Source: an optimization exercise on an open RTL-to-GDS flow (aim: small area, a short achievable clock period and few clock cycles per item). Production flows keep margins and buffers that such runs may drop.
The RTL was checked by simulation tests, not by an equivalence proof against the original design.
No activity file was given, so power comes from the tool's default toggle rates.

==> design/flow/design.v <==
`timescale 1ns / 1ps
package itrd_pkg;
	localparam int DATA_W   = 32;
	localparam int RADIX_W  = 5;
	localparam int CHAR_W   = 7;
	localparam int CFG_W    = 64;
	localparam int CFG_IDX_W = 2;
	localparam logic [CFG_IDX_W-1:0] REG_LENGTH = 2'd0;
	localparam logic [CFG_IDX_W-1:0] REG_LOW    = 2'd1;
	localparam logic [CFG_IDX_W-1:0] REG_HIGH   = 2'd2;
	localparam logic [7:0] CHAR_PLUS  = 8'h2b;
	localparam logic [7:0] CHAR_MINUS = 8'h2d;
	localparam logic [7:0] CHAR_FIRST = 8'd32;
endpackage
`timescale 1ns / 1ps
import itrd_pkg::*;
module itrd_div
(
	input  logic               clk,
	input  logic               arst_n,
	input  logic               start,
	input  logic [DATA_W-1:0]  dividend,
	input  logic [RADIX_W-1:0] divisor,
	output logic               res_done,
	output logic [DATA_W-1:0]  res_quot,
	output logic [RADIX_W-1:0] res_rem
);
	logic [DATA_W-1:0]  quot_q;
	logic [RADIX_W-1:0] rem_q;
	logic [RADIX_W-1:0] div_q;
	logic [4:0]         cnt_q;
	logic               busy_q;
	logic               done_q;
	logic [RADIX_W:0] trial;
	logic [RADIX_W:0] diff;
	logic             ge;
	assign trial = {rem_q, quot_q[DATA_W-1]};
	assign ge    = trial >= {1'b0, div_q};
	assign diff  = trial - {1'b0, div_q};
	always_ff @(posedge clk or negedge arst_n) begin
		if (!arst_n) begin
			busy_q <= 1'b0;
			done_q <= 1'b0;
			cnt_q  <= '0;
		end else begin
			done_q <= 1'b0;
			if (start) begin
				busy_q <= 1'b1;
				cnt_q  <= '0;
			end else if (busy_q) begin
				cnt_q <= cnt_q + 5'd1;
				if (cnt_q == 5'd31) begin
					busy_q <= 1'b0;
					done_q <= 1'b1;
				end
			end
		end
	end
	always_ff @(posedge clk) begin
		if (start) begin
			quot_q <= dividend;
			rem_q  <= '0;
			div_q  <= divisor;
		end else if (busy_q) begin
			quot_q <= {quot_q[DATA_W-2:0], ge};
			rem_q  <= ge ? diff[RADIX_W-1:0] : trial[RADIX_W-1:0];
		end
	end
	assign res_done = done_q;
	assign res_quot = quot_q;
	assign res_rem  = rem_q;
endmodule
`timescale 1ns / 1ps
import itrd_pkg::*;
module integer_to_radix_digits
#(
	parameter int MAX_ALPHABET = 16
) (
	input  logic                   clk,
	input  logic                   arst_n,
	input  logic                   cfg_we,
	input  logic [CFG_IDX_W-1:0]   cfg_index,
	input  logic [CFG_W-1:0]       cfg_data,
	input  logic                   in_valid,
	output logic                   in_ready,
	input  logic signed [DATA_W-1:0] value,
	output logic                   out_valid,
	input  logic                   out_ready,
	output logic [CHAR_W-1:0]      out_char,
	output logic                   last_char
);
	typedef enum logic [1:0] {
		S_IDLE,
		S_DIV,
		S_EMIT
	} state_t;
	state_t state_q;
	logic [RADIX_W-1:0] alpha_len_q;
	logic [CFG_W-1:0]   alpha_low_q;
	logic [CFG_W-1:0]   alpha_high_q;
	logic [2*CFG_W-1:0] alpha_bytes;
	logic               neg_q;
	logic               sign_pend_q;
	logic [5:0]         nd_q;         
	logic [DATA_W-1:0]  dividend_q;
	logic               div_start_q;
	logic [3:0]         digits_q [32];
	logic               out_valid_q;
	logic [CHAR_W-1:0]  out_char_q;
	logic               last_q;
	logic               alpha_ok;
	logic [4:0]         rd_idx;
	logic [3:0]         rd_digit;
	logic [5:0]         nd_dec;
	logic               out_free;
	logic               div_done;
	logic [DATA_W-1:0]  div_quot;
	logic [RADIX_W-1:0] div_rem;
	assign alpha_bytes = {alpha_high_q, alpha_low_q};
	always_comb begin
		logic [7:0] ci;
		logic       bad;
		bad = 1'b0;
		for (int i = 0; i < 16; i++) begin
			ci = alpha_bytes[i*8 +: 8];
			if (5'(i) < alpha_len_q) begin
				if (ci < CHAR_FIRST || ci[7] || ci == CHAR_PLUS || ci == CHAR_MINUS)
					bad = 1'b1;
				for (int j = i + 1; j < 16; j++) begin
					if (5'(j) < alpha_len_q && alpha_bytes[j*8 +: 8] == ci)
						bad = 1'b1;
				end
			end
		end
		alpha_ok = !bad && alpha_len_q >= 5'd2 && alpha_len_q <= 5'(MAX_ALPHABET);
	end
	itrd_div u_div (
		.clk      (clk),
		.arst_n   (arst_n),
		.start    (div_start_q),
		.dividend (dividend_q),
		.divisor  (alpha_len_q),
		.res_done (div_done),
		.res_quot (div_quot),
		.res_rem  (div_rem)
	);
	assign nd_dec   = nd_q - 6'd1;
	assign rd_idx   = nd_dec[4:0];
	assign rd_digit = digits_q[rd_idx];
	assign out_free = !out_valid_q || out_ready;
	assign in_ready  = state_q == S_IDLE;
	assign out_valid = out_valid_q;
	assign out_char  = out_char_q;
	assign last_char = last_q;
	always_ff @(posedge clk or negedge arst_n) begin
		if (!arst_n) begin
			state_q      <= S_IDLE;
			alpha_len_q  <= '0;
			alpha_low_q  <= '0;
			alpha_high_q <= '0;
			neg_q        <= 1'b0;
			sign_pend_q  <= 1'b0;
			nd_q         <= '0;
			dividend_q   <= '0;
			div_start_q  <= 1'b0;
			out_valid_q  <= 1'b0;
			out_char_q   <= '0;
			last_q       <= 1'b0;
		end else begin
			if (cfg_we) begin
				case (cfg_index)
					REG_LENGTH: alpha_len_q  <= cfg_data[RADIX_W-1:0];
					REG_LOW:    alpha_low_q  <= cfg_data;
					REG_HIGH:   alpha_high_q <= cfg_data;
					default: ;
				endcase
			end
			if (out_valid_q && out_ready && state_q != S_EMIT)
				out_valid_q <= 1'b0;
			case (state_q)
				S_IDLE: begin
					div_start_q <= in_valid && alpha_ok;
					if (in_valid && alpha_ok) begin
						neg_q       <= value[DATA_W-1];
						dividend_q  <= value[DATA_W-1] ? (~value + 32'd1) : value;
						nd_q        <= '0;
						state_q     <= S_DIV;
					end
				end
				S_DIV: begin
					div_start_q <= div_done && div_quot != '0 && nd_q != 6'd31;
					if (div_done) begin
						nd_q <= nd_q + 6'd1;
						if (div_quot == '0 || nd_q == 6'd31) begin
							sign_pend_q <= neg_q;
							state_q     <= S_EMIT;
						end else begin
							dividend_q  <= div_quot;
						end
					end
				end
				S_EMIT: begin
					div_start_q <= 1'b0;
					if (out_free) begin
						out_valid_q <= 1'b1;
						if (sign_pend_q) begin
							out_char_q  <= CHAR_MINUS[CHAR_W-1:0];
							last_q      <= 1'b0;
							sign_pend_q <= 1'b0;
						end else begin
							out_char_q <= alpha_bytes[{rd_digit, 3'b000} +: CHAR_W];
							last_q     <= nd_q == 6'd1;
							nd_q       <= nd_dec;
							if (nd_q == 6'd1)
								state_q <= S_IDLE;
						end
					end
				end
				default: begin
					div_start_q <= 1'b0;
					state_q     <= S_IDLE;
				end
			endcase
		end
	end
	always_ff @(posedge clk) begin
		if (state_q == S_DIV && div_done)
			digits_q[nd_q[4:0]] <= div_rem[3:0];
	end
endmodule
==> design/flow/run.sh <==
#!/bin/bash
# synth_recipe.tcl (not shown) runs the flow's synth.tcl, then flattens the netlist and writes it again
# the make line also repeats each setting of config.mk as NAME=value (left out here)
make -C /OpenROAD-flow-scripts/flow DESIGN_CONFIG=/design/flow/config.mk WORK_HOME=/design/flow/orfs CLKGATE_MAP_FILE= SYNTH_SCRIPT=/design/flow/synth_recipe.tcl finish
==> design/flow/config.mk <==
export PLATFORM = sky130hd
export DESIGN_NAME = integer_to_radix_digits
export DESIGN_NICKNAME = integer_to_radix_digits
export VERILOG_FILES = /design/flow/design.v
export SDC_FILE = /design/flow/constraint.sdc
export NUM_CORES = 4
export LEC_CHECK = 0
export CAP_MARGIN = 20
export CORE_MARGIN = 2
export CORE_UTILIZATION = 40
export SLEW_MARGIN = 20
==> design/flow/constraint.sdc <==
create_clock -name core_clock -period 7.0 [get_ports {clk}]
set_input_delay 1.4000 -clock core_clock [delete_from_list [all_inputs] [get_ports {clk}]]
set_output_delay 1.4000 -clock core_clock [all_outputs]
set_load 0.01 [all_outputs]
==> notes.md <==
[sequential cells by signal, indices dropped and copies added (netlist names)]
signal        flops
out_char_q        7
alpha_high_q     64
sign_pend_q       1
out_valid_q       1
dividend_q       32
digits_q        128
nd_q              6
u_div.busy_q      1
u_div.quot_q     32
alpha_len_q       5
u_div.cnt_q       5
u_div.div_q       5
neg_q             1
u_div.done_q      1
last_q            1
u_div.rem_q       5
div_start_q       1
state_q           2
alpha_low_q      64
[power groups by stage]
stage,Clock (uW),Sequential [uW],Combinational (uW)
2_1_floorplan,0,2750,4990
3_3_place_gp,0,3190,6220
3_5_place_dp,0,3190,6400
4_1_cts,2190,3150,6430
5_1_grt,2280,3200,6920
6_report,2140,3170,6580
[area by class of cell]
class | instances | area, um2
inverter | 26 | 97.59
multi-input combinational | 2157 | 17900
clock inverter | 20 | 176.4
fill | 6837 | 40560
clock buffer | 57 | 1167
timing repair buffer | 255 | 2238
sequential | 362 | 9867
tap | 959 | 1200
[kinds of logic (layout without fill, tap and decap cells)]
group,count (synthesis),count (layout),synth area share (%)
buffers and inverters,348,358,6.495
flip-flops,362,362,33.26
AND/OR/NAND/NOR,615,615,11.60
AO/OA/AOI/OAI,220,220,4.946
XOR/XNOR,999,999,29.51
adder cells (fa/ha/maj),18,18,0.7850
multiplexers,305,305,13.41
[worst max path at each step]
stage / end / slack, ns / depth (start not counted) / start
6_report: out_char_q[1] / 2.30 / 11 / nd_q[1]
5_1_grt: out_char_q[6] / 2.18 / 10 / nd_q[0]
4_1_cts: out_char_q[4] / 2.36 / 10 / nd_q[0]
3_5_place_dp: dividend_q[28] / 2.27 / 11 / value[4]
3_3_place_gp: dividend_q[29] / 2.32 / 9 / value[2]
2_1_floorplan: out_char_q[0] / 2.87 / 14 / nd_q[0]
[tightest hold or removal path, delay by kind of cell (launching register included)]
family / cells / cell delay [ns]
DFF: 1 / 0.31
buffers and inverters: 1 / 0.05
AOI/OAI and AO/OA: 1 / 0.05
[routing by layer]
| layer | wire [um] | vias up | share of wire, % | GRT usage [%] |
|---|---|---|---|---|
| li1 | - | 9962 | - | - |
| met1 | 44130 | 11730 | 39 | 37.52 |
| met2 | 49470 | 1477 | 44 | 44.31 |
| met3 | 12110 | 466 | 11 | 6.997 |
| met4 | 6723 | 2 | 6.0 | 14.46 |
| met5 | 19 | - | 0.017 | 0 |
[per-stage QoR]
step | cells | util (%) | cell area (um2) | total power (uW) | hold WS, ns
floorplan | 2867 | - | 29650 | 7749 | 0.4196
global placement | 3757 | 42.67 | 31240 | 9411 | 0.4439
detailed placement | 3759 | 42.75 | 31300 | 9587 | 0.4507
CTS | 3836 | 44.59 | 32640 | 11770 | 0.4633
global route | 3836 | 44.60 | 32650 | 12400 | 0.4865
finish | 3836 | 44.60 | 32650 | 11890 | 0.4632
[layout by cell type (no fill, tap or decap), drive strengths merged, types with 7 or more instances in the layout]
master and n:
a211oi 12, a21oi 48, a22oi 11, a311oi 7, a31oi 22, buf 143, clkbuf 58, clkdlybuf4s50 111
clkinv 19, dfrtp 192, edfxtp 165, ha 17, inv 25, mux2 200, mux2i 61, mux4 44
nand2 75, nand3 50, nand4 135, nand4b 18, nor2 77, nor2b 19, nor3 63, nor4 138
o21ai 65, o31ai 12, or3 7, or4 8, xnor2 479, xor2 520
==> flow_summary.ini <==
[run_status]
status = timing/DRC/antenna clean

[timing]
tns_ns = 0
hold_viol = 0
rsz0062_at_grt = no
relSlewSlack_pct = 19.08
setup_viol = 0
worst_slack_ns = 2.297
period_needed_ns = 4.704
slew_violations = 0
max_freq_mhz = 212.6
worst_pin_slew_ns = 1.214
finalClockSkew_ns = 0.02918
layout_worst_path_cycle_share_pct = 67.19

[power_and_ir_drop]
powerDensity_nw_per_um2 = 364.3
static-leakage-power_uw = 0.01194
seqPwrFrac_pct = 26.7
switching_share_pct = 44.94
ir_worst_vdd_mv = 0.2182
p_int_uw = 6549
switching_power_uw = 5345
p_comb_share_pct = 55.3
clock_power_share_pct = 18.0

[critical_path]
worst-setup-path-type = flop to flop
crit_family = multiplexers
cpPeakStageDelay_ns = 0.79
reg2reg_slack_ns = 2.30
endpoint_kind = flop
r2r_start = nd_q[1]
cp_num_buf_inv = 3
arrival_ns = 5.18
cp_max_fo = 34
required_ns = 7.48
critPathSlowestCell = mux2i_4
reg2reg_to = out_char_q[1]
cp_cell_sequence = inv_1, ha_1, buf_4, mux4_2, mux4_2, mux2i_4, buf_4, mux2i_1, a22oi_1, a31oi_1, o21ai_0
reg2regPathDepth = 11
start_kind = flop

[worst_hold_path]
min_path_type = flop to flop
hold_depth = 2
hold_end = u_div.rem_q[4]
hold_start = u_div.rem_q[4]

[die]
ios = 113
start_util_pct = 40.50
die_x_um = 276.2
fp.coreArea_um2 = 73210
die_h_um = 276.2
dieArea_um2 = 76310
placementRows = 99

[global_route]
grt_pass1_wl_um = 164200
grt_usage_pct = 28.71
antenna_found_initial = 2
overflow = 0
grt_max_degree = 108
grt_pass1_vias = 23850

[placed_design]
io_buffers = 112
gp_congestion = 1.041
hpwl_um = 74410
pre_cts_ws_ns = 2.270

[yosys]
ys_ff_latch = 362
yosysUniqueCellTypes = 76
synth_top_area_cell = edfxtp_1
async_flop_share_pct = 53.04
ys_seq_area_share_pct = 33.26
synthTopCellsByArea = edfxtp_1, dfrtp_1, xor2_1
avgSynthCellArea_um2 = 10.34
yosys.cell_count.top_type = xor2_1
syn_inst = 2867
syn_nets = 2988
yosys_warnings = 2
ys.flop_type = dfrtp_1
synth_edf_count = 165
synth.top_cell.area_share_pct = 16.71
yosys-top-cells-count = xor2_1, xnor2_1, buf_2, dfrtp_1, mux2_2
netlist_area_um2 = 29650

[routing]
drt_pass1_iterations = 5
vias = 23630
drc = 0
first_iter_violations = 3014
wl_per_cell_um = 29.32
drt_wl_total_um = 112500
via_per_inst = 6.161
antenna_left = 0

[run]
max-cap-violations = 0

[final_layout]
area_growth_pct = 10.12
diodes = 0
drive_gt1_share_pct = 16.75
nets = 2965

[clocking]
cts_max_path_buffers = 3
cts_root_buf = clkbuf_16
numCtsBuffers = 42
cts.sinks = 362
cts_resized = 0
htree_levels = 2
cts_hold_buf = 0
post_cts_buffers = 0
cts_tree = built
clock_latency_ns = 0.61
clkTransAtPathRegs_ns = 0.06
Testbench counts, summed over its fixed seeds: cycles 225,441, values 960.

==> port drivers added, routing unchanged <==
In the flow no input, the clock included, has a driving cell. The finished layout below was timed again as built, in two steps. Step 1 (the two cells are an assumption about what drives the block):
set clk [get_ports {clk}]
set_driving_cell -lib_cell sky130_fd_sc_hd__clkbuf_16 $clk
set_driving_cell -lib_cell sky130_fd_sc_hd__buf_2 [delete_from_list [all_inputs] $clk]
Step 2, shift: input delay + t, output delay - t, t = (earliest + latest rising clock arrival at the registers) / 2. This alone moves slack from input paths to output paths. Slacks: ideal / step 1 / step 2; pairs: ideal / step 1.
shift t [ns]: 0.662
slack for setup (ns): 2.296 / 2.296 / 2.253
pins driven straight from the clock port: 1
After both steps setup and hold are still met in this run. The setup slack of this run moves by 0.000 ns with the drivers and by -0.043 ns with both steps.
